Context: an optimization exercise on an open-source flow, tuned for small area, a short achievable clock period and few clock cycles per item. The choices shown serve that exercise and are no tape-out recipe. Only simulation tests tie the RTL to the original design; equivalence was not proved. Power is estimated from default activity; no workload was simulated.

==> design/flow/design.v <==
`timescale 1ns / 1ps
package lbed_pkg;
	localparam int STRIDE     = 16;
	localparam int MAX_GROUPS = 4096;
	localparam int SAMPLE_W = 16;
	localparam int TIME_W   = 48;
	localparam int LEVEL_W  = 20;
	localparam int IVL_W    = 16;
	localparam int CFG_W    = 20;
	localparam int CFG_IDX_W = 1;
	localparam int FILL_W = $clog2(STRIDE);
	localparam int SUM_W  = SAMPLE_W + FILL_W;
	localparam int CNT_W  = $clog2(MAX_GROUPS + 1);
	localparam int PROD_W = 2 * SUM_W - 1;
	localparam int ACC_W  = PROD_W + CNT_W - 1;
	localparam int SQ_W   = ACC_W + (ACC_W % 2);
	localparam int ROOT_W = SQ_W / 2;
	localparam int REM_W  = ROOT_W + 2;
	localparam int SUB_W  = (REM_W > CNT_W + 1) ? REM_W : CNT_W + 1;
	localparam int STEP_W = $clog2(SQ_W + 1);
	localparam logic [CFG_IDX_W-1:0] REG_RISE_THRESHOLD = 1'b0;
	localparam logic [CFG_IDX_W-1:0] REG_MIN_INTERVAL   = 1'b1;
	typedef struct packed {
		logic             start;
		logic [ACC_W-1:0] dividend;
		logic [CNT_W-1:0] divisor;
	} ds_req_t;
	typedef struct packed {
		logic              done;
		logic [ROOT_W-1:0] root;
	} ds_rsp_t;
endpackage
`timescale 1ns / 1ps
import lbed_pkg::*;
module lbed_divsqrt
(
	input  logic        clk,
	input  logic        load,
	input  logic        run,
	input  logic        phase,
	input  logic [50:0] dividend,
	input  logic [12:0] divisor,
	output logic [19:0] root,
	output logic        rbit
);
	logic [11:0] rem_q;    
	logic [38:0] num_q;    
	logic [1:0]  qb_q;     
	logic [20:0] srem_q;   
	logic [19:0] root_q;
	logic [13:0] dtry;
	logic        qbit;
	logic [22:0] sopa;
	logic [23:0] stry;
	logic        sbit;
	assign dtry = {1'b0, rem_q, num_q[38]} - {1'b0, divisor};
	assign qbit = ~dtry[13];
	assign sopa = {srem_q, qb_q};
	assign stry = {1'b0, sopa} - {2'b00, root_q, 2'b01};
	assign sbit = ~stry[23];
	always_ff @(posedge clk) begin
		if (load) begin
			rem_q <= dividend[50:39];
			num_q <= dividend[38:0];
			qb_q  <= '0;
		end else begin
			rem_q <= qbit ? dtry[11:0] : {rem_q[10:0], num_q[38]};
			num_q <= {num_q[37:0], 1'b0};
			qb_q  <= {qb_q[0], qbit};
		end
		if (load) begin
			srem_q <= '0;
			root_q <= '0;
		end else if (run && phase) begin
			srem_q <= sbit ? stry[20:0] : sopa[20:0];
			root_q <= {root_q[18:0], sbit};
		end
	end
	assign root = root_q;
	assign rbit = sbit;
endmodule
module lbed_rca #(
	parameter int W = 8
) (
	input  logic [W-1:0] a,
	input  logic [W-1:0] b,
	input  logic         ci,
	output logic [W-1:0] s,
	output logic         co
);
	logic [W:0] c;
	assign c[0] = ci;
	for (genvar i = 0; i < W; i++) begin : g_bit
		assign s[i]   = a[i] ^ b[i] ^ c[i];
		assign c[i+1] = (a[i] & b[i]) | (c[i] & (a[i] ^ b[i]));
	end
	assign co = c[W];
endmodule
`timescale 1ns / 1ps
import lbed_pkg::*;
module low_band_energy_beat_detector_core
(
	input  logic                 clk,
	input  logic                 arst_n,
	input  logic                 cfg_we,
	input  logic [lbed_pkg::CFG_IDX_W-1:0] cfg_index,
	input  logic [lbed_pkg::CFG_W-1:0]     cfg_wdata,
	input  logic                 s_tvalid,
	output logic                 s_tready,
	input  logic [63:0]          s_tdata,    
	input  logic                 s_tlast,    
	output logic                 m_tvalid,
	input  logic                 m_tready,
	output logic [23:0]          m_tdata,    
	output logic                 m_tuser     
);
	localparam logic [2:0] D_IDLE = 3'd0;
	localparam logic [2:0] D_WAIT = 3'd1;
	localparam logic [2:0] D_RUN  = 3'd2;
	localparam logic [2:0] D_DEC  = 3'd3;
	localparam logic [2:0] D_OUT  = 3'd4;
	logic [19:0] thr_q;
	logic [15:0] ivl_q;
	logic [19:0] gs_q;
	logic [3:0]  fill_q;
	logic [12:0] cnt_q;
	logic [50:0] acc_q;
	logic        acc_c_q;
	logic        mbusy_q;
	logic        own_q;      
	logic [3:0]  mstep_q;
	logic [19:0] mm_q;
	logic [21:0] mh_q;
	logic [19:0] ml_q;
	logic        mneg_q;
	logic        mtwo_q;
	logic        mone_q;
	logic [2:0]  dst_q;
	logic [5:0]  dc_q;
	logic [12:0] dn_q;
	logic [47:0] tq_q;
	logic [47:0] lb_q;
	logic [19:0] prev_q;     
	logic        hp_q;
	logic        beat_q;
	logic        gc_q;
	logic        gt_q;
	logic        gnz_q;
	logic        rpos_q;
	logic        rneg_q;
	logic        rd_q;
	logic [19:0] root;
	logic        sbit;
	logic        dfree;
	logic        accept;
	logic        take;
	logic        close;
	logic        move;
	logic        xfer;
	logic        mdone;
	logic        sstep;
	logic [19:0] new_sum;
	logic [12:0] cnt_inc;
	logic [21:0] ppx;
	logic [21:0] msum;
	logic [38:0] prod;
	logic [38:0] acc_sum;
	logic [5:0]  acc_co;
	logic [11:0] acc_inc;
	logic        acc_cin;
	logic [47:0] el;
	logic [5:0]  el_co;
	logic        el_cin;
	logic [15:0] gtc;
	logic        rise;
	logic        beat;
	logic [2:0]  rt;        
	assign dfree    = (dst_q == D_IDLE);
	assign s_tready = dfree || !s_tlast;
	assign accept   = s_tvalid && s_tready;
	assign take     = !cnt_q[12];
	assign close    = accept && take && (fill_q == 4'd15);
	assign move     = accept && s_tlast;
	assign mdone    = mbusy_q && (mstep_q == 4'd15);
	assign xfer     = (dst_q == D_WAIT) && !own_q;
	assign new_sum  = gs_q + {{4{s_tdata[15]}}, s_tdata[15:0]};
	assign cnt_inc  = cnt_q + 13'd1;
	always_ff @(posedge clk or negedge arst_n) begin
		if (!arst_n) begin
			thr_q <= '0;
			ivl_q <= '0;
		end else if (cfg_we) begin
			if (cfg_index[0])
				ivl_q <= cfg_wdata[15:0];
			else
				thr_q <= cfg_wdata;
		end else if (sstep) begin
			thr_q <= {thr_q[18:0], thr_q[19]};
		end
	end
	always_ff @(posedge clk or negedge arst_n) begin
		if (!arst_n) begin
			gs_q   <= '0;
			fill_q <= '0;
			cnt_q  <= '0;
		end else begin
			if (accept && s_tlast) begin
				gs_q   <= '0;
				fill_q <= '0;
			end else if (accept && take) begin
				gs_q   <= (fill_q == 4'd15) ? 20'd0 : new_sum;
				fill_q <= fill_q + 4'd1;
			end
			if (move)
				cnt_q <= '0;
			else if (close)
				cnt_q <= cnt_inc;
		end
	end
	assign ppx  = mtwo_q ? {mm_q[19], mm_q, 1'b0} : mone_q ? {{2{mm_q[19]}}, mm_q} : 22'd0;
	assign msum = mh_q + (ppx ^ {22{mneg_q}}) + {21'd0, mneg_q};
	always_ff @(posedge clk or negedge arst_n) begin
		if (!arst_n) begin
			mbusy_q <= 1'b0;
			own_q   <= 1'b0;
		end else begin
			if (close)
				mbusy_q <= 1'b1;
			else if (mdone)
				mbusy_q <= 1'b0;
			if (move)
				own_q <= close || (mbusy_q && !mdone);
			else if (mdone)
				own_q <= 1'b0;
		end
	end
	always_ff @(posedge clk) begin
		if (close) begin
			mstep_q <= '0;
			mm_q    <= new_sum;
			ml_q    <= new_sum;
			mh_q    <= '0;
			mneg_q  <= new_sum[1];
			mtwo_q  <= new_sum[1] && !new_sum[0];
			mone_q  <= new_sum[0];
		end else if (mbusy_q) begin
			mstep_q <= mstep_q + 4'd1;
			if (!mstep_q[3] || mstep_q[2:1] == 2'b00) begin
				mh_q   <= {{2{msum[21]}}, msum[21:2]};
				ml_q   <= {msum[1:0], ml_q[19:2]};
				mneg_q <= ml_q[3] && !(ml_q[2] && ml_q[1]);
				mtwo_q <= (ml_q[3:2] == 2'b01 && ml_q[1]) || (ml_q[3:2] == 2'b10 && !ml_q[1]);
				mone_q <= ml_q[2] ^ ml_q[1];
			end
		end
	end
	assign prod    = {mh_q[18:0], ml_q};
	assign acc_cin = (mstep_q == 4'd10) ? 1'b0 : acc_c_q;
	for (genvar k = 0; k < 5; k++) begin : g_acc
		lbed_rca #(.W(7)) u_add (
			.a  (acc_q[7*k +: 7]),
			.b  (prod[7*k +: 7]),
			.ci (acc_cin),
			.s  (acc_sum[7*k +: 7]),
			.co (acc_co[k])
		);
	end
	lbed_rca #(.W(4)) u_add_top (
		.a  (acc_q[38:35]),
		.b  (prod[38:35]),
		.ci (acc_c_q),
		.s  (acc_sum[38:35]),
		.co (acc_co[5])
	);
	assign acc_inc = acc_q[50:39] + {11'd0, acc_co[5]};
	always_ff @(posedge clk or negedge arst_n) begin
		if (!arst_n) begin
			acc_q <= '0;
		end else if (xfer) begin
			acc_q <= '0;
		end else if (mbusy_q) begin
			unique case (mstep_q)
				4'd10: acc_q[6:0]   <= acc_sum[6:0];
				4'd11: acc_q[13:7]  <= acc_sum[13:7];
				4'd12: acc_q[20:14] <= acc_sum[20:14];
				4'd13: acc_q[27:21] <= acc_sum[27:21];
				4'd14: acc_q[34:28] <= acc_sum[34:28];
				4'd15: acc_q[50:35] <= {acc_inc, acc_sum[38:35]};
				default: ;
			endcase
		end
	end
	always_ff @(posedge clk) begin
		unique case (mstep_q)
			4'd10:   acc_c_q <= acc_co[0];
			4'd11:   acc_c_q <= acc_co[1];
			4'd12:   acc_c_q <= acc_co[2];
			4'd13:   acc_c_q <= acc_co[3];
			default: acc_c_q <= acc_co[4];
		endcase
	end
	assign sstep = (dst_q == D_RUN) && dc_q[0];
	lbed_divsqrt u_divsqrt (
		.clk      (clk),
		.load     (xfer),
		.run      (dst_q == D_RUN),
		.phase    (dc_q[0]),
		.dividend (acc_q),
		.divisor  (dn_q),
		.root     (root),
		.rbit     (sbit)
	);
	assign rt = {rd_q, 1'b0} + {1'b0, sbit} + 3'd2 - {2'b00, prev_q[19]} - {2'b00, thr_q[19]};
	always_ff @(posedge clk) begin
		if (xfer) begin
			rpos_q <= 1'b0;
			rneg_q <= 1'b0;
			rd_q   <= 1'b0;
		end else if (sstep && !rpos_q && !rneg_q) begin
			rpos_q <= (rt >= 3'd4);
			rneg_q <= (rt < 3'd2);
			rd_q   <= (rt == 3'd3);
		end
	end
	assign rise = rpos_q || (!rneg_q && rd_q);
	assign el_cin = (dc_q == 6'd0) ? 1'b1 : gc_q;
	for (genvar k = 0; k < 6; k++) begin : g_el
		lbed_rca #(.W(8)) u_sub (
			.a  (tq_q[8*k +: 8]),
			.b  (~lb_q[8*k +: 8]),
			.ci (el_cin),
			.s  (el[8*k +: 8]),
			.co (el_co[k])
		);
	end
	always_comb begin
		logic g;
		g = 1'b0;
		for (int i = 0; i < 8; i++) begin
			g = (el[i] && !ivl_q[i]) || (!(el[i] ^ ivl_q[i]) && g);
			gtc[i] = g;
		end
		g = gt_q;
		for (int i = 8; i < 16; i++) begin
			g = (el[i] && !ivl_q[i]) || (!(el[i] ^ ivl_q[i]) && g);
			gtc[i] = g;
		end
	end
	always_ff @(posedge clk) begin
		if (dst_q == D_RUN && dc_q[5:3] == 3'd0) begin
			unique case (dc_q[2:0])
				3'd0: begin gc_q <= el_co[0]; gt_q <= gtc[7];  gnz_q <= 1'b0; end
				3'd1: begin gc_q <= el_co[1]; gt_q <= gtc[15]; end
				3'd2: begin gc_q <= el_co[2]; gnz_q <= gnz_q || (el[23:16] != 8'd0); end
				3'd3: begin gc_q <= el_co[3]; gnz_q <= gnz_q || (el[31:24] != 8'd0); end
				3'd4: begin gc_q <= el_co[4]; gnz_q <= gnz_q || (el[39:32] != 8'd0); end
				3'd5: begin gnz_q <= gnz_q || (el[47:40] != 8'd0); end
				default: ;
			endcase
		end
	end
	assign beat = hp_q && rise && (gt_q || gnz_q);
	always_ff @(posedge clk or negedge arst_n) begin
		if (!arst_n) begin
			dst_q   <= D_IDLE;
			hp_q    <= 1'b0;
			lb_q    <= '0;
		end else begin
			if (dst_q == D_OUT && beat_q)
				lb_q <= tq_q;
			unique case (dst_q)
				D_IDLE: if (move) dst_q <= D_WAIT;
				D_WAIT: if (!own_q) dst_q <= (dn_q == '0) ? D_OUT : D_RUN;
				D_RUN:  if (dc_q == 6'd39) dst_q <= D_DEC;
				D_DEC: begin
					hp_q  <= 1'b1;
					dst_q <= D_OUT;
				end
				D_OUT: if (m_tready) dst_q <= D_IDLE;
				default: dst_q <= D_IDLE;
			endcase
		end
	end
	always_ff @(posedge clk) begin
		dc_q <= (dst_q == D_RUN) ? dc_q + 6'd1 : 6'd0;
		if (move) begin
			tq_q <= s_tdata[63:16];
			dn_q <= close ? cnt_inc : cnt_q;
		end
		if (xfer)
			beat_q <= 1'b0;
		if (dst_q == D_DEC) begin
			prev_q <= root;
			beat_q <= beat;
		end else if (sstep) begin
			prev_q <= {prev_q[18:0], 1'b0};
		end
	end
	assign m_tvalid = (dst_q == D_OUT);
	assign m_tdata  = {3'b000, root, beat_q};
	assign m_tuser  = (dn_q != '0);
endmodule
==> design/flow/run.sh <==
#!/bin/bash
# synth_recipe.tcl (not shown) runs the flow's synth.tcl, then flattens the netlist and writes it again
# the make line also repeats each setting of config.mk as NAME=value (left out here)
make -C /OpenROAD-flow-scripts/flow DESIGN_CONFIG=/design/flow/config.mk WORK_HOME=/design/flow/orfs CLKGATE_MAP_FILE= SYNTH_SCRIPT=/design/flow/synth_recipe.tcl finish
==> design/flow/config.mk <==
export PLATFORM = sky130hd
export DESIGN_NAME = low_band_energy_beat_detector_core
export DESIGN_NICKNAME = low_band_energy_beat_detector_core
export VERILOG_FILES = /design/flow/design.v
export SDC_FILE = /design/flow/constraint.sdc
export NUM_CORES = 4
export LEC_CHECK = 0
export CAP_MARGIN = 20
export CORE_MARGIN = 2
export CORE_UTILIZATION = 40
export PLACE_DENSITY = 0.6
export SETUP_SLACK_MARGIN = 5
export SLEW_MARGIN = 20
==> design/flow/constraint.sdc <==
create_clock -name core_clock -period 9.0 [get_ports {clk}]
set_input_delay 1.8000 -clock core_clock [delete_from_list [all_inputs] [get_ports {clk}]]
set_output_delay 1.8000 -clock core_clock [all_outputs]
set_load 0.01 [all_outputs]
==> impl_metrics.toml, run 1 <==
[routing]
drtPass1Iterations = 7
via_per_inst = 5.19
routed_wl_mm = 51.5
drc_errors = 0
drtIter0Drc = 892
wl_per_cell_um = 16.1
ant_nets = 0
num_vias = 16600

[sta]
skew_ps = 27.2
relSlewSlack_pct = 31.3
worst_slack_ps = 4240
rsz0062_at_grt = "yes"
slew_violations = 0
period_needed_ps = 4760
min_period_over_period_pct = 52.8
hold_viol_final = 0
max_freq_mhz = 210
tightest_slew_ps = 1030
finalSetupViolations = 0
setup-tns-final_ps = 0

[global_routing]
grt_pass1_wl_mm = 86.3
grt_pass1_vias = 17100
grt_use_total_pct = 17.4
grt_overflow = 0
antenna_found_initial = 0
grt_max_degree = 106

[floorplanning]
dieArea_um2 = 60300
row_count = 88
core_area_um2 = 57700
die_y_um = 246
ioPinCount = 118
die-width_um = 246
start_util_pct = 40.5

[synth]
syn_inst = 2290
ys_types = 85
yosys_most_used_dff = "dfrtp_1"
synth_seq_cells = 434
ys_seq_area_share_pct = 46.5
synth_area_per_cell_um2 = 10.2
async_reset_ff_share_pct = 41.0
synth_edf_count = 128
netlist_area_um2 = 23400
yosysWarnings = 2

[place]
place_area_um2 = 25300
gp_congestion = 0.858
dp_hpwl_mm = 36.5
dp.cells = 3087
dp_slack_ps = 3920
portBuffers = 114

[clock_network]
clkSinkCount = 434
cts_made_buffers = 48
clkTransAtPathRegs_ps = 60
cts_tree = "done"
ctsHoldBuffers = 0
clock_latency_ps = 610
htree_num_levels = 2
cts-root-buf = "clkbuf_16"
clk_path_buf_depth = 3

[critical_path]
setup.worst_path.start_class = "register"
required_ps = 9340
crit_fanout = 3
cp.arrival_ps = 5100
crit_type = "reg -> reg"
end_kind = "register"

[power]
power_density_nw_per_um2 = 297
max-vdd-ir-drop_mv = 0.201
leakage_nw = 11.4

[status]
outcome = "timing/DRC/antenna clean"

[finish]
fillers = 5350
n_antenna_cell = 0
fin_nets = 2679
design_area_um2 = 27200
final_cells = 3196
drive_gt1_share_pct = 10.8
syn_to_final_growth_pct = 16.7

[job]
drv_cap = 0

[min_path]
hold_class = "reg -> reg"
per-stage QoR:
step                      hold WS [ps]  utilization [%]  total power [mW]
after floorplan                    399                -              5.22
after global placement             405             43.9              5.93
after detailed placement           404             43.9              6.05
after CTS                          421             46.9              8.13
after global routing               445             47.2              8.73
final                              422             47.2              8.10
cells in the mapped netlist (5+ instances only):
cell | instances | area [µm²]
dfrtp_1 | 178 | 4450
nor3_1 | 23 | 115
a31oi_1 | 18 | 113
edfxtp_1 | 128 | 3840
or3_1 | 11 | 68.8
fa_1 | 90 | 1800
and3_1 | 25 | 156
nor2b_1 | 27 | 169
nand4_1 | 22 | 138
nor2_1 | 123 | 462
mux2_2 | 52 | 586
o31ai_1 | 9 | 67.6
a22o_1 | 15 | 131
dfxtp_1 | 128 | 2560
o21ai_0 | 182 | 911
a22oi_1 | 19 | 143
xor2_1 | 35 | 307
clkbuf_1 | 75 | 282
a21o_1 | 22 | 165
o211ai_1 | 16 | 120
inv_1 | 192 | 721
a211oi_1 | 41 | 308
nand2b_1 | 12 | 75.1
buf_4 | 6 | 45.0
nand2_1 | 311 | 1170
buf_1 | 9 | 33.8
nor4_1 | 7 | 43.8
o21bai_1 | 5 | 37.5
ha_1 | 107 | 1340
o21a_1 | 15 | 113
mux2i_1 | 63 | 631
buf_2 | 9 | 45.0
nand3_1 | 28 | 140
nand4b_1 | 6 | 52.6
a21oi_1 | 121 | 606
and2_1 | 12 | 75.1
xnor2_1 | 61 | 534
report_power, final:
group / internal, mW / switching (mW)
clock: 1.17 / 0.828
sequential: 2.48 / 0.306
combinational: 1.45 / 1.87
total: 5.10 / 3.00
cell families after synthesis:
group,Yosys count,synth area share (%)
buffers and inverters,295,4.97
multiplexers,117,5.32
flip-flops,434,46.5
AND/OR/NAND/NOR,636,12.4
XOR/XNOR,98,3.74
adder cells (fa/ha/maj),197,13.4
other,1,0.0161
AO/OA/AOI/OAI,512,13.6
cells in the final DEF (no fill, tap or decap), types with 35 or more instances in the layout:
master,synthesis,layout
fa_1,90,55
nor2_1,123,122
clkdlybuf4s50_1,0,109
clkbuf_16,0,49
inv_1,192,187
edfxtp_1,128,128
dfxtp_1,128,124
a211oi_1,41,41
mux2_2,52,52
mux2i_1,63,63
xnor2_1,61,61
fa_2,0,35
ha_1,107,101
a21oi_1,121,120
o21ai_0,182,177
nand2_1,311,309
dfrtp_1,178,177
flip-flops by register name (all words and copies together), names as in the netlist, 21 cells and up:
| name | count |
|---|---|
| lb_q | 48 |
| u_divsqrt.srem_q | 21 |
| u_divsqrt.num_q | 39 |
| tq_q | 48 |
| acc_q | 51 |
routing by layer:
layer  vias to the layer above  global-route usage (%)  share of wire, %  wire length [µm]
li1                       8107                       -                 -                 -
met4                         0                    5.13               2.0              1050
met1                      8139                    22.1                45             23000
met3                        70                    2.25               3.3              1710
met5                         -                       0                 0                 0
met2                       266                    31.0                50             25800
worst max-delay path: stages, from the launching register on:
cell       delay, ps
dfxtp_4          360
inv_4             40
ha_4             150
nor2b_4          130
a21oi_4          170
inv_4             70
fa_2             340
fa_2             350
fa_2             350
fa_2             350
fa_2             350
fa_2             340
fa_2             340
inv_2             60
fa_1             420
inv_2             80
ha_4             200
a2111oi_4        270
a22oi_1          120
final timing paths:
kind,to,cells after the start,from,slack [ps]
worst min-delay path,u_divsqrt.num_q[26],2,u_divsqrt.num_q[25],420
max in group asynchronous,acc_q[50],2,arst_n,6540
worst max register to register,gt_q,18,dc_q[1],4240
min in group asynchronous,gs_q[10],1,arst_n,1150
worst max-delay path,gt_q,18,dc_q[1],4240
worst min register to register,u_divsqrt.num_q[26],2,u_divsqrt.num_q[25],420
final cells by class:
type,instances,area [µm²],area share [%]
clock inverter,23,270,0.992
tap,765,957,3.51
sequential,434,10900,39.9
inverter,194,739,2.71
clock buffer,67,1350,4.97
timing repair buffer,150,1430,5.24
multi-input combinational,1563,11600,42.7
timing repair:
| action | 4_1_cts | 5_1_grt |
|---|---|---|
| gates resized for setup | 24 | 27 |
| gates cloned | 0 | 0 |
| pin swaps | 6 | 12 |
| endpoints found under the setup margin | 26 | 33 |
| buffers inserted | 8 | 11 |
Testbench counts, summed over its fixed seeds: cycles 70,367, items 68,461.
==> run 2, diff against run 1 <==
--- a/design/flow/design.v
+++ b/design/flow/design.v
@@ -119,4 +119,3 @@
 	localparam logic [2:0] D_RUN  = 3'd2;
-	localparam logic [2:0] D_DEC  = 3'd3;
-	localparam logic [2:0] D_OUT  = 3'd4;
+	localparam logic [2:0] D_OUT  = 3'd3;
 	logic [19:0] thr_q;
@@ -144,3 +143,2 @@
 	logic        hp_q;
-	logic        beat_q;
 	logic        gc_q;
@@ -169,11 +167,11 @@
 	logic [11:0] acc_inc;
-	logic        acc_cin;
 	logic [47:0] el;
-	logic [5:0]  el_co;
-	logic        el_cin;
-	logic [15:0] gtc;
+	logic [11:0] el_co;
+	logic [3:0]  gtc;
+	logic [7:0]  enz;
 	logic        rise;
 	logic        beat;
+	logic        taken;
 	logic [2:0]  rt;        
-	assign dfree    = (dst_q == D_IDLE);
+	assign dfree    = (dst_q == D_IDLE) || (dst_q == D_OUT && m_tready);
 	assign s_tready = dfree || !s_tlast;
@@ -257,3 +255,2 @@
 	assign prod    = {mh_q[18:0], ml_q};
-	assign acc_cin = (mstep_q == 4'd10) ? 1'b0 : acc_c_q;
 	for (genvar k = 0; k < 5; k++) begin : g_acc
@@ -262,3 +259,3 @@
 			.b  (prod[7*k +: 7]),
-			.ci (acc_cin),
+			.ci ((k == 0) ? 1'b0 : acc_c_q),
 			.s  (acc_sum[7*k +: 7]),
@@ -325,9 +322,8 @@
 	assign rise = rpos_q || (!rneg_q && rd_q);
-	assign el_cin = (dc_q == 6'd0) ? 1'b1 : gc_q;
-	for (genvar k = 0; k < 6; k++) begin : g_el
-		lbed_rca #(.W(8)) u_sub (
-			.a  (tq_q[8*k +: 8]),
-			.b  (~lb_q[8*k +: 8]),
-			.ci (el_cin),
-			.s  (el[8*k +: 8]),
+	for (genvar k = 0; k < 12; k++) begin : g_el
+		lbed_rca #(.W(4)) u_sub (
+			.a  (tq_q[4*k +: 4]),
+			.b  (~lb_q[4*k +: 4]),
+			.ci ((k == 0) ? 1'b1 : gc_q),
+			.s  (el[4*k +: 4]),
 			.co (el_co[k])
@@ -336,25 +332,21 @@
 	always_comb begin
-		logic g;
-		g = 1'b0;
-		for (int i = 0; i < 8; i++) begin
-			g = (el[i] && !ivl_q[i]) || (!(el[i] ^ ivl_q[i]) && g);
-			gtc[i] = g;
-		end
-		g = gt_q;
-		for (int i = 8; i < 16; i++) begin
-			g = (el[i] && !ivl_q[i]) || (!(el[i] ^ ivl_q[i]) && g);
-			gtc[i] = g;
+		for (int k = 0; k < 4; k++) begin
+			logic g;
+			g = (k == 0) ? 1'b0 : gt_q;
+			for (int i = 4*k; i < 4*k+4; i++)
+				g = (el[i] && !ivl_q[i]) || (!(el[i] ^ ivl_q[i]) && g);
+			gtc[k] = g;
 		end
+		for (int k = 0; k < 8; k++)
+			enz[k] = (el[16+4*k +: 4] != 4'd0);
 	end
 	always_ff @(posedge clk) begin
-		if (dst_q == D_RUN && dc_q[5:3] == 3'd0) begin
-			unique case (dc_q[2:0])
-				3'd0: begin gc_q <= el_co[0]; gt_q <= gtc[7];  gnz_q <= 1'b0; end
-				3'd1: begin gc_q <= el_co[1]; gt_q <= gtc[15]; end
-				3'd2: begin gc_q <= el_co[2]; gnz_q <= gnz_q || (el[23:16] != 8'd0); end
-				3'd3: begin gc_q <= el_co[3]; gnz_q <= gnz_q || (el[31:24] != 8'd0); end
-				3'd4: begin gc_q <= el_co[4]; gnz_q <= gnz_q || (el[39:32] != 8'd0); end
-				3'd5: begin gnz_q <= gnz_q || (el[47:40] != 8'd0); end
-				default: ;
-			endcase
+		if (dst_q == D_RUN && dc_q[5:4] == 2'd0 && dc_q[3:2] != 2'd3) begin
+			gc_q <= el_co[dc_q[3:0]];
+			if (dc_q[3:2] == 2'd0)
+				gt_q <= gtc[dc_q[1:0]];
+			if (dc_q[3:0] == 4'd0)
+				gnz_q <= 1'b0;
+			else if (dc_q[3:2] != 2'd0)
+				gnz_q <= gnz_q || enz[dc_q[3:0] - 4'd4];
 		end
@@ -362,2 +354,3 @@
 	assign beat = hp_q && rise && (gt_q || gnz_q);
+	assign taken = (dst_q == D_OUT) && m_tready;
 	always_ff @(posedge clk or negedge arst_n) begin
@@ -368,4 +361,6 @@
 		end else begin
-			if (dst_q == D_OUT && beat_q)
+			if (taken && beat)
 				lb_q <= tq_q;
+			if (taken && dn_q != '0)
+				hp_q <= 1'b1;
 			unique case (dst_q)
@@ -373,8 +368,4 @@
 				D_WAIT: if (!own_q) dst_q <= (dn_q == '0) ? D_OUT : D_RUN;
-				D_RUN:  if (dc_q == 6'd39) dst_q <= D_DEC;
-				D_DEC: begin
-					hp_q  <= 1'b1;
-					dst_q <= D_OUT;
-				end
-				D_OUT: if (m_tready) dst_q <= D_IDLE;
+				D_RUN:  if (dc_q == 6'd39) dst_q <= D_OUT;
+				D_OUT:  if (m_tready) dst_q <= move ? D_WAIT : D_IDLE;
 				default: dst_q <= D_IDLE;
@@ -389,13 +380,9 @@
 		end
-		if (xfer)
-			beat_q <= 1'b0;
-		if (dst_q == D_DEC) begin
+		if (taken && dn_q != '0)
 			prev_q <= root;
-			beat_q <= beat;
-		end else if (sstep) begin
+		else if (sstep)
 			prev_q <= {prev_q[18:0], 1'b0};
-		end
 	end
 	assign m_tvalid = (dst_q == D_OUT);
-	assign m_tdata  = {3'b000, root, beat_q};
+	assign m_tdata  = {3'b000, root, beat};
 	assign m_tuser  = (dn_q != '0);
==> run 2 against run 1 <==
Still clean. Hold slack got worse by 2.1 ps. Critical path depth decreased by 14. Setup slack improved by 680 ps. Global-route usage about the same. Non-clock buffer count decreased by 7. Final cell count decreased by 1.6%. Fmax increased by 17%. Critical path type is now in -> out. Largest power group unchanged. Highest routed layer unchanged.
==> impl_metrics.toml, run 2 <==
[status]
outcome = "timing/DRC/antenna clean"

[sta]
slew_violations = 0
rsz0062_at_grt = "yes"
min_period_over_period_pct = 45.3
period_needed_ps = 4070
whs_ps = 420
worst_slack_ps = 4930
finalSetupViolations = 0
max_freq_mhz = 245
setup-tns-final_ps = 0
relSlewSlack_pct = 29.1
skew_ps = 16.0
hold_viol_final = 0
tightest_slew_ps = 1060

[power]
switching_share_pct = 37.1
power_mw = 7.88
leakage_nw = 11.2
power_frac_clock_pct = 26.5
power_density_nw_per_um2 = 295
pwr-share-comb_pct = 39.5
pwr-share-seq_pct = 34.0
max-vdd-ir-drop_mv = 0.268
internal-power_mw = 4.96
power.switching_mw = 2.92

[routing]
routed_wl_mm = 50.8
drc_errors = 0
num_vias = 16100
drtIter0Drc = 917
wl_per_cell_um = 16.2
ant_nets = 0
drtPass1Iterations = 5
via_per_inst = 5.13

[synth]
synth_edf_count = 127
synth_common_cells = "nand2_1, inv_1, dfrtp_1"
yosysWarnings = 2
ys_seq_area_share_pct = 47.1
yosys.cell_count.top_type = "nand2_1"
async_reset_ff_share_pct = 41.0
syn_inst = 2250
yosysTopAreaCell = "dfrtp_1"
ys_types = 82
synth_area_per_cell_um2 = 10.2
netlist_area_um2 = 23000
synth_top_area_share_pct = 19.3
synth_seq_cells = 432
ys_top_cells_by_area = "dfrtp_1, edfxtp_1, dfxtp_1"
yosys_most_used_dff = "dfrtp_1"

[critical_path]
crit_fanout = 4
cp.arrival_ps = 2270
cpMostUsedCell = "buf_6"
crit_type = "in -> out"
max_stage_delay_ps = 140
required_ps = 7200
setup.worst_path.start_class = "input port"
worst-path-buf-inv = 2
crit_family = "buffers and inverters"
crit_slowest_cell = "a21oi_4"
crit_chain = "buf_6, a21oi_4, nand2_1, buf_6"
end_kind = "output pin"
r2r_setup_slack_ps = 5330

[finish]
final_cell_mix = "nand2_1, inv_1, dfrtp_1, o21ai_0, dfxtp_1"
top_register = "acc_q"
largest_reg_flops = 51
layout_commonest_cell = "nand2_1"
top_regs = "acc_q: 51 flops, lb_q: 48 flops, tq_q: 48 flops"
fin_nets = 2636
drive_gt1_share_pct = 8.62
final_cells = 3146
syn_to_final_growth_pct = 16.2

[place]
dp.cells = 3043
dp_hpwl_mm = 35.8
portBuffers = 114
gp_congestion = 0.885
dp_slack_ps = 3930

[floorplanning]
start_util_pct = 40.6
ioPinCount = 118
core_area_um2 = 56600
die-width_um = 244
die_y_um = 244
row_count = 87
dieArea_um2 = 59300

[clock_network]
clkSinkCount = 432
ctsHoldBuffers = 0
clkTransAtPathRegs_ps = 60
cts_tree = "done"
cts-root-buf = "clkbuf_16"
cts_made_buffers = 48
htree_num_levels = 2
clock_latency_ps = 580
clk_path_buf_depth = 3

[global_routing]
grt_use_total_pct = 17.4
antenna_found_initial = 1
grt_pass1_vias = 16400
grt_max_degree = 117
grt_overflow = 0
grt_pass1_wl_mm = 85.0

[job]
drv_cap = 0

[min_path]
hold_class = "reg -> reg"
[run 2: worst min-delay path, cell delays in order (launching register included)]
cell and delay (ps):
dfxtp_1 300, nand2_1 40, nand2_1 50
[run 2: layer usage]
metal	vias to the layer above	track usage, %	wire, µm	share of wire [%]
li1	7914	-	-	-
met1	7890	23.1	23800	47
met2	239	29.4	24300	48
met3	86	2.50	1500	3.0
met4	0	5.47	1260	2.5
met5	-	0	0	0
[run 2: kinds of logic (layout without fill, tap and decap cells)]
group,after synthesis,after routing,synth area share [%]
multiplexers,100,100,4.85
other,1,4,0.0163
flip-flops,432,432,47.1
AND/OR/NAND/NOR,654,654,12.7
buffers and inverters,287,424,4.86
XOR/XNOR,103,103,3.93
AO/OA/AOI/OAI,477,477,13.0
adder cells (fa/ha/maj),196,196,13.6
[run 2: final timing paths]
| kind | start | endpoint | cells after the start |
|---|---|---|---|
| max | m_tready | s_tready | 4 |
| min | u_divsqrt.num_q[25] | u_divsqrt.num_q[26] | 2 |
| max reg2reg | mtwo_q | mh_q[18] | 11 |
| min reg2reg | u_divsqrt.num_q[25] | u_divsqrt.num_q[26] | 2 |
| max in group asynchronous | arst_n | lb_q[26] | 2 |
| min in group asynchronous | arst_n | lb_q[40] | 1 |
[run 2: through the flow]
stage / utilization [%] / cell area [µm²]
2_1_floorplan: - / 23000
3_3_place_gp: 43.8 / 24800
3_5_place_dp: 43.8 / 24800
4_1_cts: 46.9 / 26500
5_1_grt: 47.1 / 26700
6_report: 47.1 / 26700
[run 2: what timing repair did]
action,4_1_cts,5_1_grt
endpoints found under the setup margin,66,36
pin swaps,4,9
resized for setup,18,23
buffers inserted,4,8
[run 2: power by group through the flow]
stage | clock network [mW] | logic [mW] | registers, mW
floorplan | 0 | 2.39 | 2.61
global placement | 0 | 2.98 | 2.70
detailed placement | 0 | 3.07 | 2.71
CTS | 2.14 | 3.10 | 2.68
global route | 2.23 | 3.50 | 2.73
finish | 2.09 | 3.11 | 2.68
[run 2: final cells by class]
| class | count | area [µm²] |
|---|---|---|
| Fill cell | 5224 | 29900 |
| Clock buffer | 56 | 1260 |
| Inverter | 191 | 721 |
| Clock inverter | 34 | 409 |
| Antenna cell | 1 | 2.50 |
| Timing Repair Buffer | 143 | 1380 |
| Multi-Input combinational cell | 1533 | 11100 |
| Sequential cell | 432 | 10800 |
| Tap cell | 756 | 946 |
Testbench counts of run 2, summed over its fixed seeds: cycles 70,210, items 68,461.
==> run 3, diff against run 2 <==
--- a/design/flow/design.v
+++ b/design/flow/design.v
@@ -131,3 +131,3 @@
 	logic [19:0] mm_q;
-	logic [21:0] mh_q;
+	logic [19:0] mh_q;       
 	logic [19:0] ml_q;
@@ -218,3 +218,3 @@
 	assign ppx  = mtwo_q ? {mm_q[19], mm_q, 1'b0} : mone_q ? {{2{mm_q[19]}}, mm_q} : 22'd0;
-	assign msum = mh_q + (ppx ^ {22{mneg_q}}) + {21'd0, mneg_q};
+	assign msum = {{2{mh_q[19]}}, mh_q} + (ppx ^ {22{mneg_q}}) + {21'd0, mneg_q};
 	always_ff @(posedge clk or negedge arst_n) begin
@@ -246,3 +246,3 @@
 			if (!mstep_q[3] || mstep_q[2:1] == 2'b00) begin
-				mh_q   <= {{2{msum[21]}}, msum[21:2]};
+				mh_q   <= msum[21:2];
 				ml_q   <= {msum[1:0], ml_q[19:2]};
--- a/design/flow/config.mk
+++ b/design/flow/config.mk
@@ -10,2 +10,4 @@
 export CORE_UTILIZATION = 40
+export CTS_CLUSTER_DIAMETER = 80
+export CTS_CLUSTER_SIZE = 30
 export PLACE_DENSITY = 0.6
==> run 3 against run 2 <==
Still clean. Combinational power about the same. Sequential power about the same. Global-route usage decreased by 0.41 points. Die area unchanged. Sequential share of layout area increased by 1.3 points. Clock power decreased by 35%. Register-to-register slack got worse by 110 ps. Sequential cell count unchanged. Via count decreased by 1.2%. Core utilization decreased by 1.4 points. Hold slack about the same. Area after synthesis unchanged. Critical path type unchanged. Highest routed layer unchanged.
==> impl_metrics.toml, run 3 <==
[routing]
num_vias = 15900
drc_errors = 0
via_per_inst = 5.14
routed_wl_mm = 49.8
ant_nets = 0
drtIter0Drc = 914
drtPass1Iterations = 5
wl_per_cell_um = 16.1

[global_routing]
grt_max_degree = 117
antenna_found_initial = 1
grt_pass1_vias = 16200
grt_pass1_wl_mm = 83.6
grt_overflow = 0
grt_use_total_pct = 17.0

[min_path]
hold_class = "reg -> reg"

[critical_path]
cp.arrival_ps = 2250
crit_type = "in -> out"
crit_fanout = 4
end_kind = "output pin"
setup.worst_path.start_class = "input port"
required_ps = 7200

[job]
drv_cap = 0

[synth]
yosysTopAreaCell = "dfrtp_1"
netlist_area_um2 = 23000
yosysWarnings = 2
synth_edf_count = 127
yosys_most_used_dff = "dfrtp_1"
synth_area_per_cell_um2 = 10.2
ys_types = 82
synth_top_area_share_pct = 19.3
synth_seq_cells = 432
syn_inst = 2250
async_reset_ff_share_pct = 41.0
yosys.cell_count.top_type = "nand2_1"
ys_seq_area_share_pct = 47.1
synth_common_cells = "nand2_1, inv_1, dfrtp_1"
ys_top_cells_by_area = "dfrtp_1, edfxtp_1, dfxtp_1"

[finish]
drive_gt1_share_pct = 7.26
top_register = "acc_q"
syn_to_final_growth_pct = 12.6
fillers = 5294
largest_reg_flops = 51
layout_commonest_cell = "nand2_1"
fin_nets = 2609
final_cell_mix = "nand2_1, inv_1, dfrtp_1, o21ai_0, dfxtp_1"
top_regs = "acc_q: 51 flops, lb_q: 48 flops, tq_q: 48 flops"

[floorplanning]
row_count = 87
dieArea_um2 = 59300
start_util_pct = 40.6
die-width_um = 244
ioPinCount = 118
die_y_um = 244
core_area_um2 = 56600

[sta]
period_needed_ps = 4050
hold_viol_final = 0
worst_slack_ps = 4950
rsz0062_at_grt = "yes"
slew_violations = 0
setup-tns-final_ps = 0
relSlewSlack_pct = 29.0
min_period_over_period_pct = 45.0
max_freq_mhz = 247
finalSetupViolations = 0
tightest_slew_ps = 1060
skew_ps = 25.5

[power]
max-vdd-ir-drop_mv = 0.257
power_density_nw_per_um2 = 276
leakage_nw = 10.8

[clock_network]
htree_num_levels = 1
cts_tree = "done"
clk_path_buf_depth = 3
cts-root-buf = "clkbuf_16"
clkSinkCount = 432
cts_made_buffers = 26
clkTransAtPathRegs_ps = 100
clock_latency_ps = 590

[place]
dp_hpwl_mm = 35.8
gp_congestion = 0.885
portBuffers = 114
dp_slack_ps = 3930

[status]
outcome = "timing/DRC/antenna clean"
==> run 3: timing repair <==
action                     CTS  global route
hold buffers                 0             0
setup endpoints to repair   64            36
gates resized for setup     17            25
setup buffers                4             3
pin swaps                    5             8
==> run 3: layout make-up <==
type / instances / area [µm²] / share of cell area (%)
clock buffers: 35 / 768 / 2.97
multi-input cells: 1533 / 11100 / 43.1
inverters: 191 / 719 / 2.78
well taps: 756 / 946 / 3.66
diodes: 1 / 2.50 / 0.00968
flip-flops and latches: 432 / 10800 / 41.8
clock inverters: 13 / 125 / 0.484
repair buffers: 138 / 1350 / 5.21
==> run 3: path summary, 6_finish.rpt <==
| path | start | end | slack (ps) | depth (start not counted) |
|---|---|---|---|---|
| min in group asynchronous | arst_n | lb_q[32] | 1310 | 1 |
| min | u_divsqrt.num_q[12] | u_divsqrt.num_q[13] | 420 | 2 |
| max in group asynchronous | arst_n | lb_q[1] | 6310 | 2 |
| min reg2reg | u_divsqrt.num_q[12] | u_divsqrt.num_q[13] | 420 | 2 |
| max | m_tready | s_tready | 4950 | 4 |
| max reg2reg | mtwo_q | mh_q[18] | 5220 | 12 |
==> run 3: cell families after synthesis <==
logic type / share of synthesized area [%]
AO/OA/AOI/OAI: 13.0
adder cells (fa/ha/maj): 13.6
buffers and inverters: 4.86
XOR/XNOR: 3.93
multiplexers: 4.85
flip-flops: 47.1
other: 0.0163
AND/OR/NAND/NOR: 12.7
==> run 3: layer usage <==
layer / vias to the layer above / track usage (%) / share of wire (%)
met5: - / 0 / 0
met4: 0 / 4.43 / 2.4
met3: 72 / 1.97 / 2.7
met2: 211 / 29.0 / 48
met1: 7817 / 23.0 / 47
li1: 7833 / - / -
==> run 3: through the flow <==
| step | util [%] | total power, mW | cells | area (µm²) | hold WS, ps |
|---|---|---|---|---|---|
| after global routing | 45.7 | 7.68 | 3099 | 25800 | 442 |
| after detailed placement | 43.8 | 5.78 | 3043 | 24800 | 410 |
| after floorplan | - | 5.00 | 2252 | 23000 | 399 |
| after CTS | 45.5 | 7.16 | 3095 | 25800 | 422 |
| after global placement | 43.8 | 5.69 | 3043 | 24800 | 405 |
| final | 45.7 | 7.12 | 3099 | 25800 | 420 |
==> run 3: where the power goes <==
group          internal, mW  switching [mW]  total, mW
clock                 0.629           0.725       1.35
combinational          1.28            1.82       3.10
sequential             2.41           0.261       2.67
==> run 3: worst max-delay path, stage by stage <==
cell,delay (ps)
buf_12,110
a21oi_4,150
nand2_2,70
buf_6,120
Testbench counts of run 3, summed over its fixed seeds: cycles 70,210, items 68,461.
==> run 4, diff against run 3 <==
--- a/design/flow/design.v
+++ b/design/flow/design.v
@@ -125,2 +125,4 @@
 	logic [12:0] cnt_q;
+	logic        held_q;
+	logic [47:0] ta_q;
 	logic [50:0] acc_q;
@@ -131,3 +133,3 @@
 	logic [19:0] mm_q;
-	logic [19:0] mh_q;       
+	logic [21:0] mh_q;
 	logic [19:0] ml_q;
@@ -176,7 +178,7 @@
 	assign dfree    = (dst_q == D_IDLE) || (dst_q == D_OUT && m_tready);
-	assign s_tready = dfree || !s_tlast;
+	assign s_tready = !held_q || (dst_q == D_IDLE);
 	assign accept   = s_tvalid && s_tready;
-	assign take     = !cnt_q[12];
+	assign take     = !cnt_q[12] || held_q;
 	assign close    = accept && take && (fill_q == 4'd15);
-	assign move     = accept && s_tlast;
+	assign move     = held_q && dfree;
 	assign mdone    = mbusy_q && (mstep_q == 4'd15);
@@ -203,2 +205,3 @@
 			cnt_q  <= '0;
+			held_q <= 1'b0;
 		end else begin
@@ -215,2 +218,6 @@
 				cnt_q <= cnt_inc;
+			if (accept && s_tlast)
+				held_q <= 1'b1;
+			else if (move)
+				held_q <= 1'b0;
 		end
@@ -218,3 +225,3 @@
 	assign ppx  = mtwo_q ? {mm_q[19], mm_q, 1'b0} : mone_q ? {{2{mm_q[19]}}, mm_q} : 22'd0;
-	assign msum = {{2{mh_q[19]}}, mh_q} + (ppx ^ {22{mneg_q}}) + {21'd0, mneg_q};
+	assign msum = mh_q + (ppx ^ {22{mneg_q}}) + {21'd0, mneg_q};
 	always_ff @(posedge clk or negedge arst_n) begin
@@ -229,3 +236,3 @@
 			if (move)
-				own_q <= close || (mbusy_q && !mdone);
+				own_q <= mbusy_q && !mdone;
 			else if (mdone)
@@ -246,3 +253,3 @@
 			if (!mstep_q[3] || mstep_q[2:1] == 2'b00) begin
-				mh_q   <= msum[21:2];
+				mh_q   <= {{2{msum[21]}}, msum[21:2]};
 				ml_q   <= {msum[1:0], ml_q[19:2]};
@@ -376,5 +383,7 @@
 		dc_q <= (dst_q == D_RUN) ? dc_q + 6'd1 : 6'd0;
+		if (accept && s_tlast)
+			ta_q <= s_tdata[63:16];
 		if (move) begin
-			tq_q <= s_tdata[63:16];
-			dn_q <= close ? cnt_inc : cnt_q;
+			tq_q <= ta_q;
+			dn_q <= cnt_q;
 		end
==> design/flow/flow/run.sh (new file) <==
#!/bin/bash
# Standard layout (the standard.sh, unchanged synthesis) with a larger setup repair margin,
# so that repair_timing works the paths down to about 3.3 ns. All of make's output (every ORFS
# step, OpenROAD and Yosys) goes to flow_make.log here; ORFS also keeps its per-step logs under
# orfs/logs.
set -euo pipefail
bash standard.sh SETUP_SLACK_MARGIN=5.7 finish > flow_make.log 2>&1
==> design/flow/standard.sh (new file) <==
#!/bin/bash
# synth_recipe.tcl (not shown) runs the flow's synth.tcl, then flattens the netlist and writes it again
# the make line also repeats each setting of config.mk as NAME=value (left out here)
make -C /OpenROAD-flow-scripts/flow DESIGN_CONFIG=/design/flow/config.mk WORK_HOME=/design/flow/orfs CLKGATE_MAP_FILE= SYNTH_SCRIPT=/design/flow/synth_recipe.tcl "${@:-finish}"
--- a/design/flow/config.mk
+++ b/design/flow/config.mk
@@ -10,6 +10,3 @@
 export CORE_UTILIZATION = 40
-export CTS_CLUSTER_DIAMETER = 80
-export CTS_CLUSTER_SIZE = 30
 export PLACE_DENSITY = 0.6
-export SETUP_SLACK_MARGIN = 5
 export SLEW_MARGIN = 20
removed: design/flow/run.sh
==> run 4 against run 3 <==
Clock skew rose by 3.2 ps. Sequential share of layout area fell by 0.28 points. Highest routed layer unchanged. Synthesized cell count rose by 2.8%. Sequential power rose by 7%. Non-clock buffer count rose by 68. Setup slack improved by 540 ps. Routed wire length rose by 9.5%. Combinational power fell by 5%. Global-route usage rose by 0.32 points. Core utilization rose by 3.3 points. Largest power group unchanged. Critical endpoint is now m_tuser. Register-to-register slack improved by 500 ps. First-iteration DRC count rose by 11%.
==> impl_metrics.toml, run 4 <==
[clock_network]
cts_made_buffers = 52
cts_tree = "done"
clk_path_buf_depth = 3
clkTransAtPathRegs_ps = 60
cts-root-buf = "clkbuf_16"
htree_num_levels = 2
clkSinkCount = 481
clock_latency_ps = 610

[synth]
yosys.cell_count.top_type = "nand2_1"
yosysTopAreaCell = "edfxtp_1"
synth_area_per_cell_um2 = 10.6
synth_seq_cells = 481
synth_top_area_share_pct = 21.5
async_reset_ff_share_pct = 37.0
netlist_area_um2 = 24500
yosys_most_used_dff = "dfrtp_1"
ys_seq_area_share_pct = 50.1
ys_types = 73
ys_top_cells_by_area = "edfxtp_1, dfrtp_1, dfxtp_1"
yosysWarnings = 2
synth_edf_count = 175
synth_common_cells = "nand2_1, inv_1, dfrtp_1"
syn_inst = 2313

[sta]
finalSetupViolations = 0
hold_viol_final = 0
rsz0062_at_grt = "yes"
period_needed_ps = 3510
max_freq_mhz = 285
relSlewSlack_pct = 33.2
slew_violations = 0
skew_ps = 28.8
min_period_over_period_pct = 39.0
tightest_slew_ps = 1000
worst_slack_ps = 5490
setup-tns-final_ps = 0

[finish]
final_cell_mix = "nand2_1, inv_1, dfrtp_1, edfxtp_1, o21ai_0"
postLayoutCoreUtil_pct = 48.9
layout_commonest_cell = "nand2_1"
final_cells = 3307
syn_to_final_growth_pct = 20.8
fin_nets = 2767
top_register = "acc_q"
design_area_um2 = 29600
largest_reg_flops = 51
drive_gt1_share_pct = 15.1

[place]
dp_hpwl_mm = 35.9
dp_slack_ps = 4300
portBuffers = 114
place_area_um2 = 26500
dp.cells = 3128
gp_congestion = 0.871

[critical_path]
end_kind = "output pin"
cp.arrival_ps = 1710
crit_fanout = 2
setup.worst_path.start_class = "register"
required_ps = 7200
rr_worst_depth = 13
crit_path_start = "dn_q[12]"
rr_endpoint = "acc_c_q"
r2r_setup_slack_ps = 5720
crit_type = "reg -> out"
rr_startpoint = "ml_q[14]"
crit_end = "m_tuser"

[floorplanning]
start_util_pct = 40.5
die-width_um = 251
core_area_um2 = 60500
ioPinCount = 118
die_y_um = 251
row_count = 90
dieArea_um2 = 63200

[status]
outcome = "timing/DRC/antenna clean"

[power]
power_density_nw_per_um2 = 270
max-vdd-ir-drop_mv = 0.174
leakage_nw = 12.4

[global_routing]
grt_pass1_wl_mm = 89.3
grt_max_degree = 113
antenna_found_initial = 2
grt_overflow = 0
grt_pass1_vias = 17300
grt_use_total_pct = 17.3

[routing]
via_per_inst = 5.10
ant_nets = 0
drtIter0Drc = 1013
drtPass1Iterations = 7
drc_errors = 0
routed_wl_mm = 54.5
num_vias = 16900
wl_per_cell_um = 16.5

[min_path]
hold_class = "reg -> reg"

[job]
drv_cap = 0
-- run 4: cell types whose count changed in the layout (fill, tap and decap cells not counted), moves of 10 or more --
| cell | before | now |
|---|---|---|
| ha_1 | 106 | 83 |
| nand3_1 | 26 | 13 |
| buf_4 | 22 | 80 |
| ha_4 | 1 | 20 |
| edfxtp_1 | 127 | 175 |
| mux2i_1 | 46 | 62 |
| clkdlybuf4s50_1 | 109 | 74 |
| clkbuf_16 | 29 | 56 |
| o21ai_0 | 166 | 140 |
| dlygate4sd2_1 | 1 | 23 |
| and2_1 | 29 | 18 |
| fa_2 | 1 | 11 |
| fa_1 | 88 | 78 |
-- run 4: worst min-delay path by stage --
stage,start,cells after the start,slack [ps],endpoint
after floorplan,u_divsqrt.num_q[10],2,400,u_divsqrt.num_q[11]
after global placement,ta_q[47],0,400,tq_q[47]
after detailed placement,ta_q[24],0,400,tq_q[24]
after CTS,ta_q[9],0,410,tq_q[9]
after global routing,ta_q[9],0,420,tq_q[9]
final,ta_q[9],0,410,tq_q[9]
-- run 4: routing by layer --
layer,vias up,part of all wire [%],wire [µm],track usage (%)
li1,8273,-,-,-
met3,79,3.6,1990,2.17
met5,-,0,0,0
met4,0,2.4,1310,5.54
met2,304,48,26400,29.5
met1,8195,46,24900,23.0
-- run 4: power breakdown --
part / total (mW) / internal [mW] / switching, mW / leakage [nW]
sequential: 2.85 / 2.64 / 0.206 / 5.04
combinational: 2.93 / 1.31 / 1.61 / 6.49
clock: 2.21 / 1.31 / 0.900 / 0.863
total: 7.98 / 5.26 / 2.72 / 12.4
-- run 4: layout make-up --
type,instances,area [µm²]
multi-input combinational,1542,11900
sequential,481,12300
timing repair inverter,1,7.51
tap,782,978
clock buffer,69,1450
timing repair buffer,206,1920
inverter,196,754
fill,5394,30900
clock inverter,29,337
antenna,1,2.50
-- run 4: cell families (layout without fill, tap and decap cells) --
kind of cell | Yosys count | after routing | synth area share, %
buffers and inverters | 293 | 501 | 4.73
AND/OR/NAND/NOR | 642 | 642 | 11.4
AO/OA/AOI/OAI | 482 | 483 | 12.1
flip-flops | 481 | 481 | 50.1
multiplexers | 120 | 120 | 5.34
adder cells (fa/ha/maj) | 196 | 196 | 12.7
XOR/XNOR | 98 | 98 | 3.50
other | 1 | 4 | 0.0153
-- run 4: worst max-delay path, cell delays in order, from the launching register on --
cell and delay, ps:
edfxtp_1 390, inv_2 70, nand4_1 100, nor4_2 170
nand4_1 180, buf_4 190
-- run 4: metrics by stage --
step | total power, mW | hold slack (ps)
final | 7.98 | 413
after global routing | 8.48 | 419
after CTS | 7.82 | 412
after detailed placement | 5.35 | 405
after global placement | 5.28 | 401
after floorplan | 4.73 | 399
-- run 4: timing repair --
item	4_1_cts	5_1_grt
pin swaps	44	37
gates resized for setup	165	73
hold buffers	0	0
endpoints found under the setup margin	186	73
hold endpoints to repair	0	0
cloned	3	2
buffers inserted	44	31
Testbench counts of run 4, summed over its fixed seeds: cycles 70,210, items 68,461.
==> run 5, diff against run 4 <==
--- a/design/flow/design.v
+++ b/design/flow/design.v
@@ -133,3 +133,3 @@
 	logic [19:0] mm_q;
-	logic [21:0] mh_q;
+	logic [19:0] mh_q;       
 	logic [19:0] ml_q;
@@ -145,2 +145,4 @@
 	logic        hp_q;
+	logic        beat_q;
+	logic        valid_q;
 	logic        gc_q;
@@ -225,3 +227,3 @@
 	assign ppx  = mtwo_q ? {mm_q[19], mm_q, 1'b0} : mone_q ? {{2{mm_q[19]}}, mm_q} : 22'd0;
-	assign msum = mh_q + (ppx ^ {22{mneg_q}}) + {21'd0, mneg_q};
+	assign msum = {{2{mh_q[19]}}, mh_q} + (ppx ^ {22{mneg_q}}) + {21'd0, mneg_q};
 	always_ff @(posedge clk or negedge arst_n) begin
@@ -253,3 +255,3 @@
 			if (!mstep_q[3] || mstep_q[2:1] == 2'b00) begin
-				mh_q   <= {{2{msum[21]}}, msum[21:2]};
+				mh_q   <= msum[21:2];
 				ml_q   <= {msum[1:0], ml_q[19:2]};
@@ -328,3 +330,3 @@
 	end
-	assign rise = rpos_q || (!rneg_q && rd_q);
+	assign rise = rpos_q || (!rneg_q && rt >= 3'd3);
 	for (genvar k = 0; k < 12; k++) begin : g_el
@@ -368,5 +370,5 @@
 		end else begin
-			if (taken && beat)
+			if (taken && beat_q)
 				lb_q <= tq_q;
-			if (taken && dn_q != '0)
+			if (taken && valid_q)
 				hp_q <= 1'b1;
@@ -389,3 +391,9 @@
 		end
-		if (taken && dn_q != '0)
+		if (xfer) begin
+			valid_q <= (dn_q != '0);
+			beat_q  <= 1'b0;
+		end else if (dst_q == D_RUN && dc_q == 6'd39) begin
+			beat_q  <= beat;
+		end
+		if (taken && valid_q)
 			prev_q <= root;
@@ -395,4 +403,4 @@
 	assign m_tvalid = (dst_q == D_OUT);
-	assign m_tdata  = {3'b000, root, beat};
-	assign m_tuser  = (dn_q != '0);
+	assign m_tdata  = {3'b000, root, beat_q};
+	assign m_tuser  = valid_q;
 endmodule
==> design/flow/flow/run.sh (replaced) <==
#!/bin/bash
# Standard layout (the standard.sh, unchanged synthesis) with a larger setup repair margin,
# so that repair_timing works the paths down to about 3.1 ns. All of make's output (every ORFS
# step, OpenROAD and Yosys) goes to flow_make.log here; ORFS also keeps its per-step logs under
# orfs/logs.
set -euo pipefail
bash standard.sh SETUP_SLACK_MARGIN=5.9 finish > flow_make.log 2>&1
==> run 5 against run 4 <==
Clock skew grew 25 ps. Critical path depth grew 5. Register-to-register slack lost 20 ps. Clock-buffer cell count grew 5. Die area grew 0.80%. Sequential share of layout area shrank 0.78 points. Core utilization grew 0.46 points. Synthesized cell count grew 2.0%. Fmax shrank 0.56%. Area after synthesis grew 0.81%. Design area grew 2.4%. Largest cell class is now multi-input gates. Via count grew 3.9%. Critical path type is now in -> reg. Still clean on timing, DRC and antenna.
==> impl_metrics.toml, run 5 <==
[place]
portBuffers = 114
dp_slack_ps = 4070
dp_hpwl_mm = 37.3
gp_congestion = 0.871

[floorplanning]
core_area_um2 = 61400
die-width_um = 252
start_util_pct = 40.2
dieArea_um2 = 63700
die_y_um = 252
row_count = 91
ioPinCount = 118

[critical_path]
crit_fanout = 3
crit_chain = "buf_6, ha_4, a2111o_1, o21ai_2, nand3b_1, nand2_2, o41ai_4, or4b_4, o211ai_4, mux2_4"
crit_type = "in -> reg"
crit_slowest_cell = "or4b_4"
worst-path-buf-inv = 1
required_ps = 9490
max_stage_delay_ps = 520
crit_family = "compound AO/OA/AOI/OAI gates"
cp.arrival_ps = 4030
end_kind = "register"
setup.worst_path.start_class = "input port"

[power]
leakage_nw = 12.5
max-vdd-ir-drop_mv = 0.206
power_mw = 8.41
power_density_nw_per_um2 = 277

[sta]
finalSetupViolations = 0
hold_viol_final = 0
skew_ps = 53.7
min_period_over_period_pct = 39.3
tightest_slew_ps = 879
relSlewSlack_pct = 41.3
setup-tns-final_ps = 0
rsz0062_at_grt = "yes"
slew_violations = 0
whs_ps = 384
period_needed_ps = 3530
max_freq_mhz = 283
worst_slack_ps = 5470

[clock_network]
cts_made_buffers = 54
htree_num_levels = 2
clkSinkCount = 483
cts-root-buf = "clkbuf_16"
clock_latency_ps = 620
clk_path_buf_depth = 3
cts_tree = "done"
clkTransAtPathRegs_ps = 60

[finish]
drive_gt1_share_pct = 19.1
top_register = "acc_q"
final_cell_mix = "nand2_1, inv_1, dfrtp_1, edfxtp_1, o21ai_0"
layout_commonest_cell = "nand2_1"
fin_nets = 2832
syn_to_final_growth_pct = 22.8
fillers = 5448
postLayoutCoreUtil_pct = 49.4
largest_reg_flops = 51

[synth]
netlist_area_um2 = 24700
yosysTopAreaCell = "edfxtp_1"
synth_top_area_share_pct = 21.4
ys_seq_area_share_pct = 49.9
yosys_most_used_dff = "dfrtp_1"
syn_inst = 2360
synth_area_per_cell_um2 = 10.5
ys_types = 85
yosys.cell_count.top_type = "nand2_1"
synth_common_cells = "nand2_1, inv_1, dfrtp_1"
async_reset_ff_share_pct = 36.9
yosysWarnings = 2
ys_top_cells_by_area = "edfxtp_1, dfrtp_1, dfxtp_1"
synth_edf_count = 176
synth_seq_cells = 483

[routing]
routed_wl_mm = 57.3
wl_per_cell_um = 16.9
drtIter0Drc = 888
num_vias = 17500
via_per_inst = 5.18
drc_errors = 0
drtPass1Iterations = 5
ant_nets = 0

[global_routing]
grt_pass1_vias = 17600
grt_overflow = 0
grt_max_degree = 80
grt_use_total_pct = 17.8
grt_pass1_wl_mm = 91.8
antenna_found_initial = 1

[min_path]
hold_class = "reg -> reg"

[job]
drv_cap = 0

[status]
outcome = "timing/DRC/antenna clean"
-- run 5: per-layer routing --
| metal | track usage [%] | up-vias | share of wire, % |
|---|---|---|---|
| met4 | 4.95 | 0 | 2.3 |
| met1 | 23.8 | 8618 | 46 |
| li1 | - | 8503 | - |
| met5 | 0 | - | 0 |
| met2 | 30.0 | 284 | 48 |
| met3 | 2.72 | 97 | 3.5 |
-- run 5: worst paths after layout --
| path | to | cells after the start | slack (ps) | start |
|---|---|---|---|---|
| worst max-delay path | ml_q[17] | 10 | 5470 | s_tdata[6] |
| worst min-delay path | u_divsqrt.num_q[37] | 2 | 380 | u_divsqrt.num_q[36] |
| worst max register to register | acc_c_q | 12 | 5700 | acc_q[7] |
| worst min register to register | u_divsqrt.num_q[37] | 2 | 380 | u_divsqrt.num_q[36] |
| max in group asynchronous | acc_q[23] | 2 | 6500 | arst_n |
| min in group asynchronous | thr_q[15] | 1 | 1210 | arst_n |
-- run 5: through the flow --
step | area [µm²] | instances
floorplan | 25100 | 2362
global placement | 26900 | 3177
detailed placement | 26900 | 3177
CTS | 29600 | 3346
global route | 30300 | 3382
finish | 30300 | 3382
-- run 5: layout make-up --
class,instances,area (µm²),share of cell area [%]
multi-input combinational,1581,12400,40.9
sequential,483,12300,40.7
timing repair buffer,227,2100,6.93
clock buffer,74,1480,4.87
tap,790,988,3.26
inverter,198,773,2.55
clock inverter,28,233,0.768
antenna,1,2.50,0.00826
-- run 5: repair_timing --
action                     4_1_cts  5_1_grt
hold buffers                     0        0
cloned                           6        2
gates resized for setup        192      116
pin swaps                       96       79
setup endpoints to repair      259      138
buffers inserted                61       33
-- run 5: cells by family after synthesis --
kind of cell / Yosys count / synth area share, %
AND/OR/NAND/NOR: 691 / 12.4
XOR/XNOR: 97 / 3.44
other: 1 / 0.0152
multiplexers: 102 / 4.59
AO/OA/AOI/OAI: 488 / 12.2
adder cells (fa/ha/maj): 196 / 12.6
flip-flops: 483 / 49.9
buffers and inverters: 302 / 4.76
-- run 5: report_power, final --
part | leakage [nW] | switching (mW) | internal, mW
Combinational | 6.55 | 1.89 | 1.47
Clock | 0.848 | 0.917 | 1.21
Sequential | 5.07 | 0.243 | 2.67
-- run 5: worst register-to-register path: cells and delay by family, from the launching register on --
family                     cells  cell delay (ps)
adders and majority gates      7             2090
AOI/OAI and AO/OA              3              530
DFF                            1              400
buffers and inverters          2              110
Testbench counts of run 5, summed over its fixed seeds: cycles 70,210, items 68,461.
==> run 6, diff against run 5 <==
==> design/flow/flow/run.sh (replaced) <==
#!/bin/bash
# Standard layout (the standard.sh, unchanged synthesis) with two changes: a larger setup
# repair margin, so that repair_timing works the paths down to about 3.1 ns, and the smallest
# plain buffer (buf_1) for the port buffers that global placement puts on every input and
# output. All of make's output (every ORFS step, OpenROAD and Yosys) goes to flow_make.log
# here; ORFS also keeps its per-step logs under orfs/logs.
set -euo pipefail
bash standard.sh "BUFFER_PORTS_ARGS=-buffer_cell sky130_fd_sc_hd__buf_1" SETUP_SLACK_MARGIN=5.9 finish > flow_make.log 2>&1
--- a/design/flow/config.mk
+++ b/design/flow/config.mk
@@ -10,2 +10,4 @@
 export CORE_UTILIZATION = 40
+export CTS_CLUSTER_DIAMETER = 80
+export CTS_CLUSTER_SIZE = 30
 export PLACE_DENSITY = 0.6
==> run 6 against run 5 <==
Final cell count is 2.0% lower. Sequential power hardly changed. Critical path depth stayed put. Via count is 2.8% lower. Routed wire length is 5.1% lower. First-iteration DRC count is 17% higher. Clock-buffer cell count is 43 lower. Setup slack better by 68 ps. Non-clock buffer count is 21 lower. Die area stayed put.
==> impl_metrics.toml, run 6 <==
[power]
power_density_nw_per_um2 = 267
internal-power_mw = 4.70
max-vdd-ir-drop_mv = 0.204
leakage_nw = 11.7
pwr-share-seq_pct = 37.9
switching_share_pct = 38.6
pwr-share-comb_pct = 41.2
power.switching_mw = 2.95
power_frac_clock_pct = 20.8

[finish]
fillers = 5518
fin_nets = 2784
final_cells = 3313
final_cell_mix = "nand2_1, inv_1, dfrtp_1, edfxtp_1, o21ai_0"
multiInputGateArea_um2 = 12100
top_register = "acc_q"
layout_commonest_cell = "nand2_1"
syn_to_final_growth_pct = 16.2
seqCellArea_um2 = 12300
drive_gt1_share_pct = 16.3
largest_reg_flops = 51

[status]
outcome = "timing/DRC/antenna clean"

[routing]
drtIter0Drc = 1035
drtPass1Iterations = 5
via_per_inst = 5.13
num_vias = 17000
drc_errors = 0
wl_per_cell_um = 16.4
ant_nets = 0
routed_wl_mm = 54.3

[clock_network]
cts_tree = "done"
cts_made_buffers = 30
ctsHoldBuffers = 0
clkTransAtPathRegs_ps = 110
clk_path_buf_depth = 3
clock_latency_ps = 640
htree_num_levels = 1
cts-root-buf = "clkbuf_16"
clkSinkCount = 483

[synth]
ys_top_cells_by_area = "edfxtp_1, dfrtp_1, dfxtp_1"
synth_common_cells = "nand2_1, inv_1, dfrtp_1"
netlist_area_um2 = 24700
async_reset_ff_share_pct = 36.9
yosys.cell_count.top_type = "nand2_1"
synth_top_area_share_pct = 21.4
synth_area_per_cell_um2 = 10.5
synth_seq_cells = 483
yosysTopAreaCell = "edfxtp_1"
synth_edf_count = 176
ys_seq_area_share_pct = 49.9
yosys_most_used_dff = "dfrtp_1"
ys_types = 85
yosysWarnings = 2
syn_inst = 2360

[critical_path]
r2r_setup_slack_ps = 5760
required_ps = 9510
crit_fanout = 4
max_stage_delay_ps = 520
setup.worst_path.start_class = "input port"
end_kind = "register"
worst-path-buf-inv = 1
crit_type = "in -> reg"
crit_slowest_cell = "or4b_4"
crit_family = "simple AND/OR/NAND/NOR gates"
crit_chain = "buf_6, ha_4, a2111o_1, o21ai_1, nand3b_1, nand2_2, o41ai_4, or4b_4, o211ai_4, mux2_4"
cp.arrival_ps = 3970

[job]
drv_cap = 0

[sta]
hold_viol_final = 0
setup-tns-final_ps = 0
relSlewSlack_pct = 40.1
skew_ps = 49.0
finalSetupViolations = 0
slew_violations = 0
tightest_slew_ps = 897
rsz0062_at_grt = "yes"
period_needed_ps = 3470
min_period_over_period_pct = 38.5
max_freq_mhz = 289

[floorplanning]
row_count = 91
die_y_um = 252
die-width_um = 252
core_area_um2 = 61400
dieArea_um2 = 63700
ioPinCount = 118
start_util_pct = 40.2

[place]
gp_congestion = 0.874
dp_hpwl_mm = 37.0
portBuffers = 114
dp.cells = 3178

[global_routing]
grt_overflow = 0
grt_pass1_vias = 16800
grt_pass1_wl_mm = 87.3
grt_use_total_pct = 16.7
grt_max_degree = 81
antenna_found_initial = 2

[min_path]
hold_class = "reg -> reg"
-- run 6: cell counts after synthesis --
No cell type changed its count.
-- run 6: worst register-to-register path, cell delays in order, from the launching register on --
cell     delay, ps
dfrtp_1        420
fa_2           370
inv_1           80
fa_2           200
fa_2           210
fa_2           180
inv_1           50
fa_2           340
fa_2           360
fa_2           380
a221o_1        340
a21oi_2        140
a31oi_1         50
-- run 6: timing repair --
action,in CTS,in global routing
pin swaps,58,54
setup buffers,56,17
gates cloned,3,1
endpoints found under the setup margin,119,70
resized for setup,94,92
-- run 6: power groups by stage --
stage / registers (mW) / logic, mW / clock network [mW]
floorplan: 2.86 / 2.17 / 0
global placement: 2.93 / 2.67 / 0
detailed placement: 2.94 / 2.74 / 0
CTS: 2.90 / 3.03 / 1.64
global route: 2.94 / 3.49 / 1.72
finish: 2.90 / 3.15 / 1.59
-- run 6: final timing paths --
path                                     startpoint             endpoint  cells past startpoint
worst max register to register             acc_q[7]              acc_c_q                     12
worst max-delay path                     s_tdata[6]             ml_q[17]                     10
min in group asynchronous                    arst_n            thr_q[15]                      1
max in group asynchronous                    arst_n             acc_q[9]                      2
worst min register to register  u_divsqrt.num_q[13]  u_divsqrt.num_q[14]                      2
worst min-delay path            u_divsqrt.num_q[13]  u_divsqrt.num_q[14]                      2
-- run 6: area by class of cell --
| type | count | share of cell area (%) |
|---|---|---|
| clock buffers | 31 | 2.63 |
| well taps | 790 | 3.45 |
| inverters | 198 | 2.66 |
| flip-flops and latches | 483 | 43.0 |
| diodes | 2 | 0.0174 |
| clock inverters | 25 | 1.21 |
| multi-input cells | 1578 | 42.3 |
| repair buffers | 206 | 4.65 |
-- run 6: metal layers --
metal	vias to the layer above	wire, µm	track usage [%]
li1	8379	-	-
met1	8315	25400	23.0
met2	248	26100	28.1
met3	63	1740	1.87
met4	0	1090	4.24
met5	-	0	0
-- run 6: cells by family (layout without fill, tap and decap cells) --
family / after synthesis / after routing / share of synthesized area (%)
simple gates: 691 / 691 / 12.4
compound gates: 488 / 489 / 12.2
flops: 483 / 483 / 49.9
buf+inv: 302 / 460 / 4.76
fa+ha+maj: 196 / 196 / 12.6
mux: 102 / 102 / 4.59
xor+xnor: 97 / 97 / 3.44
other cells: 1 / 5 / 0.0152
-- run 6: per-stage QoR --
step	instance area [µm²]	utilization (%)	power, mW	hold slack [ps]	setup slack, ps
floorplan	25100	-	5.03	399	5100
global placement	26200	42.6	5.60	404	4480
detailed placement	26200	42.6	5.68	406	4420
CTS	28200	46.0	7.57	423	5590
global route	28700	46.8	8.14	435	5450
finish	28700	46.8	7.65	423	5530

## afterwards: timing with drivers on the ports
The flow's constraints put no driver on any port. The routed layouts listed below were extracted and timed again, unchanged, in two steps.
Step 1 sets driving cells, clkbuf_16 on the clock port and buf_2 on the other inputs (assumed; they add their load-dependent delay and slew).
Step 2 also shifts input and output timing later by t, the mid clock arrival at the registers, as if the neighbouring blocks saw the same clock.
Slacks: ideal ports / drivers / drivers and shift; pairs: ideal ports / drivers.
| run | shift t [ns] | setup WS [ns] |
|---|---|---|
| run 1 | 0.643 | 4.244 / 4.244 / 4.244 |
| run 2 | 0.635 | 4.926 / 4.872 / 4.482 |
| run 3 | 0.636 | 4.948 / 4.883 / 4.500 |
| run 4 | 0.656 | 5.486 / 5.427 / 4.970 |
| run 5 | 0.653 | 5.466 / 5.492 / 4.840 |
| run 6 | 0.679 | 5.534 / 5.549 / 4.886 |
After both steps setup and hold are still met in every run listed.
